Source: an optimization exercise on an open RTL-to-GDS flow (aim: small area and a short achievable clock period). Production flows keep margins and buffers that such runs may drop. Only simulation tests tie the RTL to the original design; equivalence was not proved. Power figures rest on the tool's default switching activity, not on a simulated workload.

== run 1 ==
## wavegen_top
module wavegen_top (
    input  logic                    clk,
    input  logic                    reset,
    input  logic                    wb_cyc,
    input  logic                    wb_stb,
    input  logic                    wb_we,
    input  logic [5-1:0] wb_adr,
    input  logic [32-1:0] wb_dat_w,
    output logic [32-1:0] wb_dat_r,
    output logic                    wb_ack,
    output logic [8-1:0]  dac_x,
    output logic [8-1:0]  dac_y
);
Settings: LEC_CHECK=0, CAP_MARGIN=20, CORE_MARGIN=2, CORE_UTILIZATION=55, CTS_BUF_LIST=sky130_fd_sc_hd__clkbuf_8, CTS_CLUSTER_SIZE=20, SETUP_SLACK_MARGIN=4.6, SLEW_MARGIN=20; clock period 7.0 ns.
run.sh (not shown) runs the stock make flow with config.mk's settings and CLKGATE_MAP_FILE= SYNTH_SCRIPT=/design/flow/synth_recipe.tcl, a recipe that flattens the netlist after the stock synthesis.
> inputs changed (run 1 -> run 2)
Settings: swapping 20 for 25 in CTS_CLUSTER_SIZE; putting CTS_CLUSTER_DIAMETER at 250 where nothing was set; swapping 4.6 for 5.0 in SETUP_SLACK_MARGIN; putting TNS_END_PERCENT at 0 where nothing was set; clearing CTS_BUF_LIST, which used to be sky130_fd_sc_hd__clkbuf_8.
Re non-clock buffer count: run 2 is 59 down on run 1.
Comparing run 1 against run 2, there is no change at all in core area.
[compare] base=run 1 new=run 2: wire length on met3 shrank by 10%, utilization after layout shrank by 6.0 points, total number of multi-input combinational cells held steady, final wirelength shrank by about 5%.
Run 1 → run 2: clock edge transition at the registers on the reported setup and hold paths saw an increase; clock buffer count in the final layout now smaller.
Run 2: full flow OK, the timing, DRC and antenna checks passed


wavegen_top, a different RTL version from the one above (not shown whole).
Size in the first run: about 1,500 cells after synthesis, about 420 flip-flops, roughly 19,000 um^2 of cells after synthesis.
clock: 7.0 ns
lec_check: 0
cap_margin: 20
core_margin: 2
core_utilization: 55
cts_cluster_diameter: 250
cts_cluster_size: 25
setup_slack_margin: 4.4
slew_margin: 20
tns_end_percent: 0
Change:
==> flow/flow/run.sh (new file) <==
#!/bin/bash
# The standard layout (standard.sh), with the port buffers that ORFS's
# buffer_ports inserts made plain sky130_fd_sc_hd__buf_4 cells instead of the
# buffer it picks by default (a delay cell). Every port still gets its buffer.
set -euo pipefail
export BUFFER_PORTS_ARGS="-buffer_cell sky130_fd_sc_hd__buf_4"
bash standard.sh synth > synth.log 2>&1
bash standard.sh > layout.log 2>&1
==> flow/standard.sh (new file) <==
#!/bin/bash
# synth_recipe.tcl (not shown) runs the flow's synth.tcl, then flattens the netlist and writes it again
# the make line also repeats each setting of config.mk as NAME=value (left out here)
make -C /OpenROAD-flow-scripts/flow DESIGN_CONFIG=/design/flow/config.mk WORK_HOME=/design/flow/orfs CLKGATE_MAP_FILE= SYNTH_SCRIPT=/design/flow/synth_recipe.tcl "${@:-finish}"
--- a/flow/config.mk
+++ b/flow/config.mk
@@ -12,3 +12,3 @@
 export CTS_CLUSTER_SIZE = 25
-export SETUP_SLACK_MARGIN = 4.4
+export SETUP_SLACK_MARGIN = 4.75
 export SLEW_MARGIN = 20
removed: flow/run.sh
- design area goes up by 3.2%
- core utilization climbs by 2.1 points
- setup slack gets better by 300 ps
- maximum frequency grows by about 12%
Change:
==> flow/run.sh (new file) <==
#!/bin/bash
# synth_recipe.tcl (not shown) runs the flow's synth.tcl, then flattens the netlist and writes it again
# the make line also repeats each setting of config.mk as NAME=value (left out here)
make -C /OpenROAD-flow-scripts/flow DESIGN_CONFIG=/design/flow/config.mk WORK_HOME=/design/flow/orfs CLKGATE_MAP_FILE= SYNTH_SCRIPT=/design/flow/synth_recipe.tcl finish
--- a/flow/config.mk
+++ b/flow/config.mk
@@ -12,3 +12,3 @@
 export CTS_CLUSTER_SIZE = 25
-export SETUP_SLACK_MARGIN = 4.75
+export SETUP_SLACK_MARGIN = 4.6
 export SLEW_MARGIN = 20
removed: flow/flow/run.sh
removed: flow/standard.sh
After rerunning: The changed run produced a clean layout. Cell count came out higher by 2.0%. Total power grows by 0.73%. Clock-buffer cell count went up by 1. Via count goes up by 2.1%. Routed wire length stays flat.


wavegen_top with an RTL version that a note above also has.
Size: ~1500 cells after synthesis, roughly 420 flip-flops, ~91 I/O pins, roughly 0.019 mm² of cells after synthesis.
make LEC_CHECK=0 CAP_MARGIN=20 CORE_MARGIN=2 CORE_UTILIZATION=65 CTS_CLUSTER_DIAMETER=250 CTS_CLUSTER_SIZE=25 SETUP_SLACK_MARGIN=4.6 SLEW_MARGIN=20 TNS_END_PERCENT=0 finish   # period 7.0 ns
Stock flow here: none of the scripts above is used.
The baseline finished clean.
Then changed:
--- a/flow/config.mk
+++ b/flow/config.mk
@@ -10,3 +10 @@
-export CORE_UTILIZATION = 65
-export CTS_CLUSTER_DIAMETER = 250
-export CTS_CLUSTER_SIZE = 25
+export CORE_UTILIZATION = 55
@@ -15 +12,0 @@
-export TNS_END_PERCENT = 0
=>
- The changed run finished clean
- register-to-register slack gains 0.08 ns
- final area went up by 13%
- die area went up by 18%
- area after synthesis does not change
- total power went up by 22%
- hold slack loses 0.017 ns
Then changed:
--- a/flow/config.mk
+++ b/flow/config.mk
@@ -10,2 +10,2 @@
-export CORE_UTILIZATION = 55
-export SETUP_SLACK_MARGIN = 4.6
+export CORE_UTILIZATION = 40
+export SETUP_SLACK_MARGIN = 4.2
What happened: Final area fell by a little under a tenth. Setup slack is worse by 0.24 ns. Die area rose by well over a third. Sequential power barely changes. First-iteration DRC count fell by about a fifth. Total power fell slightly. Count of clock-buffer cells in the layout rose by 4.
Then changed:
--- a/flow/config.mk
+++ b/flow/config.mk
@@ -10,2 +10,4 @@
-export CORE_UTILIZATION = 40
-export SETUP_SLACK_MARGIN = 4.2
+export CORE_UTILIZATION = 55
+export CTS_CLUSTER_DIAMETER = 250
+export CTS_CLUSTER_SIZE = 25
+export SETUP_SLACK_MARGIN = 4.4
The changed run ran to the end with no violations.
Flip-flop and latch count does not change.
Setup slack gets better by 0.18 ns.
Design area falls by 0.72%.
Sequential power barely changes.
Die area shrinks by 27%.
Utilization is higher by 18 points.
Wire length came out higher by about 1.6%.
Then changed:
==> flow/flow/run.sh (new file) <==
#!/bin/bash
# The standard layout (standard.sh), with the port buffers that ORFS's
# buffer_ports inserts made plain sky130_fd_sc_hd__buf_4 cells instead of the
# buffer it picks by default (a delay cell). Every port still gets its buffer.
set -euo pipefail
export BUFFER_PORTS_ARGS="-buffer_cell sky130_fd_sc_hd__buf_4"
bash standard.sh synth > synth.log 2>&1
bash standard.sh > layout.log 2>&1
==> flow/standard.sh (new file) <==
#!/bin/bash
# synth_recipe.tcl (not shown) runs the flow's synth.tcl, then flattens the netlist and writes it again
# the make line also repeats each setting of config.mk as NAME=value (left out here)
make -C /OpenROAD-flow-scripts/flow DESIGN_CONFIG=/design/flow/config.mk WORK_HOME=/design/flow/orfs CLKGATE_MAP_FILE= SYNTH_SCRIPT=/design/flow/synth_recipe.tcl "${@:-finish}"
--- a/flow/config.mk
+++ b/flow/config.mk
@@ -13 +13 @@
-export SETUP_SLACK_MARGIN = 4.4
+export SETUP_SLACK_MARGIN = 4.6
@@ -14,0 +15 @@
+export TNS_END_PERCENT = 0
removed: flow/run.sh
The changed run ran to the end with no violations.
Routed wire length went down by a few percent.
Clock skew stays flat.
Core utilization went down by 2.6 points.
Power went down slightly.


The RTL this note starts from:
==> flow/design.v <==
package wavegen_pkg;
    typedef enum logic [2:0] {
        NOP    = 3'd0,   
        LINE   = 3'd1,   
        INCR   = 3'd2,
        DECR   = 3'd3,
        JUMP   = 3'd4,   
        X_RECT = 3'd5,   
        Y_RECT = 3'd6    
    } opcode_e;
    typedef struct packed {
        opcode_e                op;
        logic [8-1:0] a;
        logic [8-1:0] b;
    } instr_t;
    typedef enum logic [2:0] {
        FETCH,
        P0,
        P1,
        P2,
        P3
    } phase_e;
    typedef enum logic [1:0] {
        HOLD,
        UP,
        DOWN
    } step_e;
endpackage
module program_regs
(
    input  logic                    clk,
    input  logic                    reset,
    input  logic                    wb_cyc,
    input  logic                    wb_stb,
    input  logic                    wb_we,
    input  logic [5-1:0] wb_adr,
    input  logic [32-1:0] wb_dat_w,
    output logic [32-1:0] wb_dat_r,
    output logic                    wb_ack,
    output logic                    run,
    output logic [18:0]             x_instr,
    input  logic [8-1:0] x_sel,
    output logic [18:0]             y_instr,
    input  logic [8-1:0] y_sel
);
    localparam int INSTR_W = 3 + 2 * 8;   
    localparam int DEPTH   = 8;
    logic [INSTR_W-1:0] x_mem [0:DEPTH-1];
    logic [INSTR_W-1:0] y_mem [0:DEPTH-1];
    logic               accept;
    logic               wr;
    logic               ctrl_hit;
    logic [DEPTH-1:0]   idx_hit;     
    logic [DEPTH-1:0]   x_hit, y_hit;
    logic [INSTR_W-1:0] wdata;
    logic [INSTR_W-1:0] rd_data;
    assign accept   = wb_cyc && wb_stb && !wb_ack;
    assign wr       = accept && wb_we;
    assign ctrl_hit = (wb_adr == 5'd0);
    always_comb begin
        for (int i = 0; i < DEPTH; i++) begin
            idx_hit[i] = (wb_adr[3-1:0] == i);
            x_hit[i]   = idx_hit[i] && wb_adr[4] && !wb_adr[3];
            y_hit[i]   = idx_hit[i] && wb_adr[4] &&  wb_adr[3];
        end
    end
    assign wdata = reset ? '0 : wb_dat_w[INSTR_W-1:0];
    always_ff @(posedge clk) begin
        for (int i = 0; i < DEPTH; i++) begin
            if (reset || (wr && x_hit[i])) begin
                x_mem[i] <= wdata;
            end
            if (reset || (wr && y_hit[i])) begin
                y_mem[i] <= wdata;
            end
        end
    end
    always_ff @(posedge clk) begin
        if (reset) begin
            run <= 1'b0;
        end else if (wr && ctrl_hit) begin
            run <= wb_dat_w[0];
        end
    end
    always_ff @(posedge clk) begin
        if (reset) begin
            wb_ack <= 1'b0;
        end else begin
            wb_ack <= accept;
        end
    end
    always_comb begin
        rd_data = '0;
        for (int i = 0; i < DEPTH; i++) begin
            rd_data = rd_data | ({INSTR_W{x_hit[i]}} & x_mem[i])
                              | ({INSTR_W{y_hit[i]}} & y_mem[i]);
        end
        rd_data[0] = rd_data[0] | (ctrl_hit & run);
    end
    always_ff @(posedge clk) begin
        wb_dat_r[INSTR_W-1:0] <= rd_data;
    end
    assign wb_dat_r[32-1:INSTR_W] = '0;
    always_comb begin
        x_instr = '0;
        y_instr = '0;
        for (int i = 0; i < DEPTH; i++) begin
            x_instr = x_instr | ({INSTR_W{x_sel[i]}} & x_mem[i]);
            y_instr = y_instr | ({INSTR_W{y_sel[i]}} & y_mem[i]);
        end
    end
endmodule
module wave_sequencer
(
    input  logic                   clk,
    input  logic                   reset,
    input  logic                   run,
    input  logic [18:0]            instr,        
    output logic [8-1:0] fetch_sel,  
    output logic [8-1:0] level
);
    logic                   fetch;
    logic [8-1:0] sel;
    logic                   ramp;
    logic                   up, dn;
    logic                   isrect, isy;
    logic [1:0]             ph;
    logic [7:0]             cnt;
    logic [7:0]             ra, rb;
    logic [2:0] op;
    logic [7:0] ia, ib;
    assign op = instr[18:16];
    assign ia = instr[15:8];
    assign ib = instr[7:0];
    assign fetch_sel = sel;
    logic [7:0] lvl_inc, lvl_dec;
    assign lvl_inc = level + 8'd1;
    assign lvl_dec = level - 8'd1;
    logic f;
    assign f = fetch || (ramp && level == rb);
    logic       n_fetch;
    logic       n_ramp;
    logic       n_up, n_dn;
    logic [1:0] n_ph;
    logic [7:0] n_cnt;
    logic [7:0] n_level;
    logic       ia_z, ia_le1, ib_z;
    assign ia_z    = (ia == 8'd0);
    assign ia_le1  = (ia[7:1] == 7'd0);
    assign ib_z    = (ib == 8'd0);
    logic       last;
    logic [7:0] len;
    logic [7:0] cnt_inc;
    logic [1:0] nph;
    logic [7:0] nlen;
    logic       nlen_z;
    assign len     = ph[0] ? rb : ra;
    assign cnt_inc = cnt + 8'd1;
    assign last    = (cnt_inc == len) || (len == 8'd0);
    assign nph     = ph + 2'd1;
    assign nlen   = nph[0] ? rb : ra;
    assign nlen_z = (nlen == 8'd0);
    always_comb begin
        n_fetch = 1'b0;
        n_ramp  = 1'b0;
        n_up    = up;
        n_dn    = dn;
        n_ph    = ph;
        n_cnt   = cnt_inc;
        n_level = level;
        if (f) begin
            n_up  = 1'b0;
            n_dn  = 1'b0;
            n_ph  = 2'd0;
            n_cnt = {7'd0, !ia_le1};
            case (op)
                3'd4: begin                          
                    n_level = ia;
                    n_fetch = 1'b1;
                end
                3'd1: begin                          
                    n_level = ia;
                    n_ramp  = 1'b1;
                end
                3'd2: begin                          
                    if (!ia_z) n_level = lvl_inc;
                    n_fetch = ia_le1;
                    n_up    = 1'b1;
                end
                3'd3: begin                          
                    if (!ia_z) n_level = lvl_dec;
                    n_fetch = ia_le1;
                    n_dn    = 1'b1;
                end
                3'd5: begin                          
                    if (!ia_z) n_level = lvl_inc;
                    if (ia_le1) begin
                        n_ph  = 2'd1;                
                    end else begin
                        n_up  = 1'b1;
                    end
                end
                3'd6: begin                          
                    if (ia_le1) begin
                        n_ph  = 2'd1;                
                        n_up  = !ib_z;
                    end
                end
                default: n_fetch = 1'b1;             
            endcase
        end else if (ramp) begin
            n_ramp  = 1'b1;
            n_level = (rb > level) ? lvl_inc : lvl_dec;
        end else begin
            if (up) n_level = lvl_inc;
            if (dn) n_level = lvl_dec;
            if (last) begin
                if (!isrect || ph == 2'd3) begin
                    n_fetch = 1'b1;
                end else begin
                    n_ph  = nph;
                    n_cnt = '0;
                    n_up  = !nlen_z && isy && (nph == 2'd1);
                    n_dn  = !nlen_z && (isy ? (nph == 2'd3) : (nph == 2'd2));
                end
            end
        end
    end
    always_ff @(posedge clk) begin
        if (reset || !run) begin
            fetch <= 1'b1;
            sel   <= {{(8-1){1'b0}}, 1'b1};
            level <= '0;
        end else begin
            fetch <= n_fetch;
            level <= n_level;
            if (f) sel <= {sel[8-2:0], sel[8-1]};
        end
    end
    always_ff @(posedge clk) begin
        ramp <= n_ramp;
        up   <= n_up;
        dn   <= n_dn;
        ph   <= n_ph;
        cnt  <= n_cnt;
        if (f) begin
            ra     <= ia;
            rb     <= ib;
            isrect <= (op == 3'd5) || (op == 3'd6);
            isy    <= (op == 3'd6);
        end
    end
endmodule
module wavegen_top (
    input  logic                    clk,
    input  logic                    reset,
    input  logic                    wb_cyc,
    input  logic                    wb_stb,
    input  logic                    wb_we,
    input  logic [5-1:0] wb_adr,
    input  logic [32-1:0] wb_dat_w,
    output logic [32-1:0] wb_dat_r,
    output logic                    wb_ack,
    output logic [8-1:0]  dac_x,
    output logic [8-1:0]  dac_y
);
    logic                      run;
    logic [18:0]               x_instr, y_instr;
    logic [8-1:0] x_sel, y_sel;
    program_regs prog_regs (
        .clk         (clk),
        .reset       (reset),
        .wb_cyc      (wb_cyc),
        .wb_stb      (wb_stb),
        .wb_we       (wb_we),
        .wb_adr      (wb_adr),
        .wb_dat_w    (wb_dat_w),
        .wb_dat_r    (wb_dat_r),
        .wb_ack      (wb_ack),
        .run         (run),
        .x_instr     (x_instr),
        .x_sel       (x_sel),
        .y_instr     (y_instr),
        .y_sel       (y_sel)
    );
    wave_sequencer x_seq (
        .clk       (clk),
        .reset     (reset),
        .run       (run),
        .instr     (x_instr),
        .fetch_sel (x_sel),
        .level     (dac_x)
    );
    wave_sequencer y_seq (
        .clk       (clk),
        .reset     (reset),
        .run       (run),
        .instr     (y_instr),
        .fetch_sel (y_sel),
        .level     (dac_y)
    );
endmodule
export LEC_CHECK = 0
export CAP_MARGIN = 20
export CORE_MARGIN = 2
export CORE_UTILIZATION = 50
export CTS_CLUSTER_DIAMETER = 250
export CTS_CLUSTER_SIZE = 25
export SETUP_SLACK_MARGIN = 4.6
export SLEW_MARGIN = 20
export TNS_END_PERCENT = 0
create_clock -name core_clock -period 7.0 [get_ports {clk}]
standard.sh (not shown) runs the stock make flow with config.mk's settings and CLKGATE_MAP_FILE= SYNTH_SCRIPT=/design/flow/synth_recipe.tcl, a recipe that flattens the netlist after the stock synthesis.
==> flow/flow/run.sh <==
#!/bin/bash
# The standard layout (standard.sh), with the port buffers that ORFS's
# buffer_ports inserts made plain sky130_fd_sc_hd__buf_4 cells instead of the
# buffer it picks by default (a delay cell). Every port still gets its buffer.
set -euo pipefail
export BUFFER_PORTS_ARGS="-buffer_cell sky130_fd_sc_hd__buf_4"
bash standard.sh synth > synth.log 2>&1
bash standard.sh > layout.log 2>&1
Edit:
- CORE_UTILIZATION: 50 -> 55
- GPL_ROUTABILITY_DRIVEN: unset -> 0
=> The changed run passed the timing, DRC and antenna checks; routed wire length increases by about 3.3%; clock power hardly moves; design area increases by about 2.3%; register-to-register slack gets better by 0.06 ns; power increases by 0.75%.
Edit:
- GPL_ROUTABILITY_DRIVEN: 0 -> unset
The changed run produced a clean layout.
Routed wire length is unchanged.
Setup slack stays the same.
Hold slack is unchanged.
Critical path depth stays the same.
Global-route usage is unchanged.
Final area stays the same.
Fmax stays the same.
Power is unchanged.
Edit:
- PLACE_DENSITY: unset -> 0.72
Setup slack loses 0.074 ns.
Critical path depth rises by 3.
Area after synthesis does not change.
Die area does not change.
Final area is about the same.
First-iteration DRC count rises by 5.8%.
Power barely changes.

-- port drivers added, routing unchanged --
Ports are ideal in the flow. The routed layouts listed here were re-timed in OpenROAD. Step 1 (the two cells are an assumption about what drives the block):
set clk [get_ports {clk}]
set_driving_cell -lib_cell sky130_fd_sc_hd__clkbuf_16 $clk
set_driving_cell -lib_cell sky130_fd_sc_hd__buf_2 [delete_from_list [all_inputs] $clk]
Step 2 also shifts input and output timing later by t, the mid clock arrival at the registers, as if the neighbouring blocks saw the same clock. a / b / c = no drivers / after step 1 / after step 2; a / b = the first two.
run | shift t [ns] | setup slack, ns | latest minus earliest clock arrival (ns) | worst register clock-pin slew, ns
run 1 | 0.671 | 4.395 / 4.375 / 3.802 | 0.033 / 0.033 | 0.07 / 0.07
run 2 | 0.612 | 4.405 / 4.358 / 3.830 | 0.044 / 0.044 | 0.11 / 0.11
the first run of note 2 | 0.603 | 4.142 / 4.105 / 3.571 | 0.030 / 0.030 | 0.11 / 0.11
the second run of note 2 | 0.617 | 4.440 / 4.440 / 3.862 | 0.022 / 0.022 | 0.11 / 0.11
the third run of note 2 | 0.609 | 4.363 / 4.388 / 3.780 | 0.031 / 0.031 | 0.11 / 0.11
the first run of note 3 | 0.611 | 4.309 / 4.259 / 3.729 | 0.027 / 0.026 | 0.11 / 0.11
the second run of note 3 | 0.622 | 4.404 / 4.403 / 3.838 | 0.028 / 0.028 | 0.07 / 0.07
the third run of note 3 | 0.635 | 4.163 / 4.205 / 3.569 | 0.023 / 0.023 | 0.06 / 0.06
the fourth run of note 3 | 0.603 | 4.340 / 4.361 / 3.765 | 0.022 / 0.021 | 0.12 / 0.12
the fifth run of note 3 | 0.609 | 4.363 / 4.319 / 3.766 | 0.026 / 0.026 | 0.12 / 0.12
the first run of note 4 | 0.602 | 4.366 / 4.334 / 3.793 | 0.025 / 0.026 | 0.11 / 0.11
the second run of note 4 | 0.609 | 4.424 / 4.428 / 3.836 | 0.022 / 0.023 | 0.11 / 0.11
the third run of note 4 | 0.609 | 4.424 / 4.428 / 3.836 | 0.022 / 0.023 | 0.11 / 0.11
the fourth run of note 4 | 0.609 | 4.351 / 4.351 / 3.777 | 0.044 / 0.045 | 0.11 / 0.11
After both steps setup and hold are still met in every run listed. For the fifth run of note 3, which loses most, drivers alone change the setup slack by -0.044 ns; drivers and shift together by -0.597 ns.
